This is an optimization exercise on Yosys and OpenROAD, whose aim is small area, not a production implementation. The RTL was checked by simulation tests, not by an equivalence proof against the original design. Power is estimated from default activity; no workload was simulated.

== v6 ==
==> module conv_window_gen, before the edit <==
module conv_window_gen #(
    parameter int IMG_WIDTH  = 224,
    parameter int IMG_HEIGHT = 224,
    parameter int DATA_WIDTH = 8
) (
    input  logic                    clk,
    input  logic                    reset,
    input  logic                    start,
    input  logic [DATA_WIDTH-1:0]   pixel_in,
    input  logic                    pixel_in_valid,
    output logic                    pixel_in_ready,
    output logic [9*DATA_WIDTH-1:0] window_out,
    output logic                    window_valid,
    input  logic                    window_ready,
    output logic                    frame_done,
    output logic                    busy
);
    localparam int CW = (IMG_WIDTH  > 1) ? $clog2(IMG_WIDTH)  : 1;
    localparam int RW = (IMG_HEIGHT > 1) ? $clog2(IMG_HEIGHT) : 1;
    localparam logic [CW-1:0] LAST_COL = CW'(IMG_WIDTH - 1);
    localparam logic [RW-1:0] LAST_ROW = RW'(IMG_HEIGHT - 1);
    localparam int SR_LEN = 2 * IMG_WIDTH + 2;
    typedef enum logic [1:0] {IDLE, RUN, DRAIN, DONE} state_t;
    state_t                  state_q;
    logic [CW-1:0]           col_q;
    logic [RW-1:0]           row_q;
    logic                    col_ge2_q;
    logic                    row_ge2_q;
    logic [DATA_WIDTH-1:0]   sr [SR_LEN];
    logic [9*DATA_WIDTH-1:0] window_d;
    logic [9*DATA_WIDTH-1:0] window_q;
    logic                    window_valid_q;
    logic                    acc;
    logic                    emit;
    assign pixel_in_ready = (state_q == RUN) && (!window_valid_q || window_ready);
    assign acc            = pixel_in_valid && pixel_in_ready;
    assign emit           = acc && row_ge2_q && col_ge2_q;
    assign window_out     = window_q;
    assign window_valid   = window_valid_q;
    assign frame_done     = (state_q == DONE);
    assign busy           = (state_q == RUN) || (state_q == DRAIN);
    logic idle_n_run_q;    
    logic wv_n_q;          
    logic hold;
    logic [DATA_WIDTH-1:0] sr_in [SR_LEN];
    assign hold = !pixel_in_valid || idle_n_run_q || (!wv_n_q && !window_ready);
    assign sr_in[0] = pixel_in;
    for (genvar k = 1; k < SR_LEN; k++) begin : g_sr_in
        assign sr_in[k] = sr[k-1];
    end
    always_ff @(posedge clk) begin
        for (int k = 0; k < SR_LEN; k++)
            sr[k] <= ({DATA_WIDTH{acc}} & sr_in[k]) | ({DATA_WIDTH{hold}} & sr[k]);
    end
    assign window_d = {pixel_in,                  sr[0],               sr[1],
                       sr[IMG_WIDTH-1],           sr[IMG_WIDTH],       sr[IMG_WIDTH+1],
                       sr[2*IMG_WIDTH-1],         sr[2*IMG_WIDTH],     sr[2*IMG_WIDTH+1]};
    always_ff @(posedge clk) begin
        if (reset) begin
            window_q       <= '0;
            window_valid_q <= 1'b0;
        end else if (emit) begin
            window_q       <= window_d;
            window_valid_q <= 1'b1;
        end else if (window_ready) begin
            window_valid_q <= 1'b0;
        end
    end
    always_ff @(posedge clk) begin
        if (reset) begin
            idle_n_run_q <= 1'b1;
            wv_n_q       <= 1'b1;
        end else begin
            idle_n_run_q <= !((state_q == IDLE && start) ||
                              (state_q == RUN && !(acc && col_q == LAST_COL && row_q == LAST_ROW)));
            wv_n_q       <= !(emit || (window_valid_q && !window_ready));
        end
    end
    always_ff @(posedge clk) begin
        if (reset) begin
            state_q   <= IDLE;
            col_q     <= '0;
            row_q     <= '0;
            col_ge2_q <= 1'b0;
            row_ge2_q <= 1'b0;
        end else begin
            case (state_q)
                IDLE: begin
                    col_q     <= '0;
                    row_q     <= '0;
                    col_ge2_q <= 1'b0;
                    row_ge2_q <= 1'b0;
                    if (start) begin
                        state_q <= RUN;
                    end
                end
                RUN: begin
                    if (acc) begin
                        if (col_q == LAST_COL) begin
                            col_q     <= '0;
                            col_ge2_q <= 1'b0;
                            if (row_q == LAST_ROW) begin
                                state_q <= DRAIN;
                            end else begin
                                row_q <= row_q + 1'b1;
                                if (row_q == RW'(1)) row_ge2_q <= 1'b1;
                            end
                        end else begin
                            col_q <= col_q + 1'b1;
                            if (col_q == CW'(1)) col_ge2_q <= 1'b1;
                        end
                    end
                end
                DRAIN: begin
                    if (!window_valid_q || window_ready) begin
                        state_q <= DONE;
                    end
                end
                DONE:    state_q <= IDLE;
                default: state_q <= IDLE;
            endcase
        end
    end
endmodule
==> flow/config.mk <==
export PLATFORM = sky130hd
export DESIGN_NAME = conv_window_gen
export DESIGN_NICKNAME = conv_window_gen
export VERILOG_FILES = /design/flow/design.v
export SDC_FILE = /design/flow/constraint.sdc
export NUM_CORES = 4
export LEC_CHECK = 0
export CAP_MARGIN = 20
export CORE_MARGIN = 2
export CORE_UTILIZATION = 65
export PLACE_DENSITY = 0.75
export SLEW_MARGIN = 20
==> flow/constraint.sdc <==
create_clock -name core_clock -period 6.0 [get_ports {clk}]
set_input_delay 1.2000 -clock core_clock [delete_from_list [all_inputs] [get_ports {clk}]]
set_output_delay 1.2000 -clock core_clock [all_outputs]
set_load 0.01 [all_outputs]
standard.sh (not shown) runs the stock make flow with config.mk's settings and CLKGATE_MAP_FILE= SYNTH_SCRIPT=/design/flow/synth_recipe.tcl, a recipe that flattens the netlist after the stock synthesis.
==> flow/flow/run.sh <==
#!/bin/bash
# Standard ORFS flow (the standard.sh) with a leaner clock tree: no dummy
# balancing loads, chosen clock buffer and sink clustering, and the smallest
# buffer on the ports. Full make output goes to make.log; each ORFS step keeps
# its own log under orfs/logs/.
set -euo pipefail
bash standard.sh \
  "CTS_ARGS=-sink_clustering_enable -repair_clock_nets -dont_use_dummy_load -buf_list sky130_fd_sc_hd__clkbuf_16 -sink_clustering_size 36 -sink_clustering_max_diameter 60" \
  "BUFFER_PORTS_ARGS=-buffer_cell sky130_fd_sc_hd__buf_1" \
  finish > make.log 2>&1
v6 completed every stage of the flow, and the final layout passed the timing, design-rule and antenna checks.
#### Input delta (v7 over v6)
-- flow/design.v --
<<< v6, line 40
    assign frame_done     = (state_q == DONE);
    assign busy           = (state_q == RUN) || (state_q == DRAIN);
    logic idle_n_run_q;    
    logic wv_n_q;          
    logic hold;
    logic [DATA_WIDTH-1:0] sr_in [SR_LEN];
    assign hold = !pixel_in_valid || idle_n_run_q || (!wv_n_q && !window_ready);
    assign sr_in[0] = pixel_in;
    for (genvar k = 1; k < SR_LEN; k++) begin : g_sr_in
        assign sr_in[k] = sr[k-1];
    end
    always_ff @(posedge clk) begin
        for (int k = 0; k < SR_LEN; k++)
            sr[k] <= ({DATA_WIDTH{acc}} & sr_in[k]) | ({DATA_WIDTH{hold}} & sr[k]);
    end
    assign window_d = {pixel_in,                  sr[0],               sr[1],
>>> v7, line 40
    assign frame_done     = (state_q == DONE);
    assign busy           = (state_q == RUN) || (state_q == DRAIN);
    always_ff @(posedge clk) begin
        if (acc) begin
            sr[0] <= pixel_in;
            for (int k = 1; k < SR_LEN; k++) sr[k] <= sr[k-1];
        end
    end
    assign window_d = {pixel_in,                  sr[0],               sr[1],
<<< v6, line 65
        end else if (window_ready) begin
            window_valid_q <= 1'b0;
        end
    end
    always_ff @(posedge clk) begin
        if (reset) begin
            idle_n_run_q <= 1'b1;
            wv_n_q       <= 1'b1;
        end else begin
            idle_n_run_q <= !((state_q == IDLE && start) ||
                              (state_q == RUN && !(acc && col_q == LAST_COL && row_q == LAST_ROW)));
            wv_n_q       <= !(emit || (window_valid_q && !window_ready));
        end
    end
>>> v7, line 58
        end else if (window_ready) begin
            window_valid_q <= 1'b0;
        end
    end
[summary]
- Final layout net count: v7 vs v6 down about 46%
- The higher number of enable flip-flop cells after synthesis came out of v7.
- Diff v6 -> v7: global router's overall resource usage saw a decrease; portion of total power attributed to the clock network has decreased; buffer count excluding the clock tree in the final layout fell by about 28%.
- Going from v6 to v7, signed area change from the synthesized netlist to the final layout went up, number of sequential cells essentially unchanged, fraction of the core area covered by cells at the end of the flow rose by 2.3 points.
- On final-layout worst hold slack: between v7 and v6, it ends up lower for v7.
- The adder-cell share of the synthesized area on v7 is in line with that on v6.
- Looking at pre-CTS worst setup slack across both flows, v7 is the weaker of the two, with v6 ahead.

static timing again, ports no longer ideal:
The results above use ideal ports. As a check the final layouts listed here were re-extracted and re-timed, cells and wires unchanged.
Step 1 sets driving cells, clkbuf_16 on the clock port and buf_2 on the other inputs (assumed; they add their load-dependent delay and slew).
Step 2 moves the port delays by t, midway between the first and last clock arrival at a register: inputs arrive t later, outputs are due t later. That takes back most of the time a late clock gives input paths.
a / b / c = no drivers / after step 1 / after step 2; a / b = the first two.
| run | t (ns) | slack for setup (ns) | worst setup path after step 2 | worst register clock-pin slew, ns | worst data-port slew with drivers (ns) |
|---|---|---|---|---|---|
| v6 | 0.850 | 2.595 / 2.515 / 2.242 | input to register | 0.12 / 0.12 | 0.03 |
| v7 | 0.853 | 2.080 / 2.080 / 1.381 | input to register | 0.12 / 0.12 | 0.03 |
After both steps every run listed still meets setup and hold. For v7, which loses most, drivers alone change the setup slack by 0.000 ns; drivers and shift together by -0.699 ns.
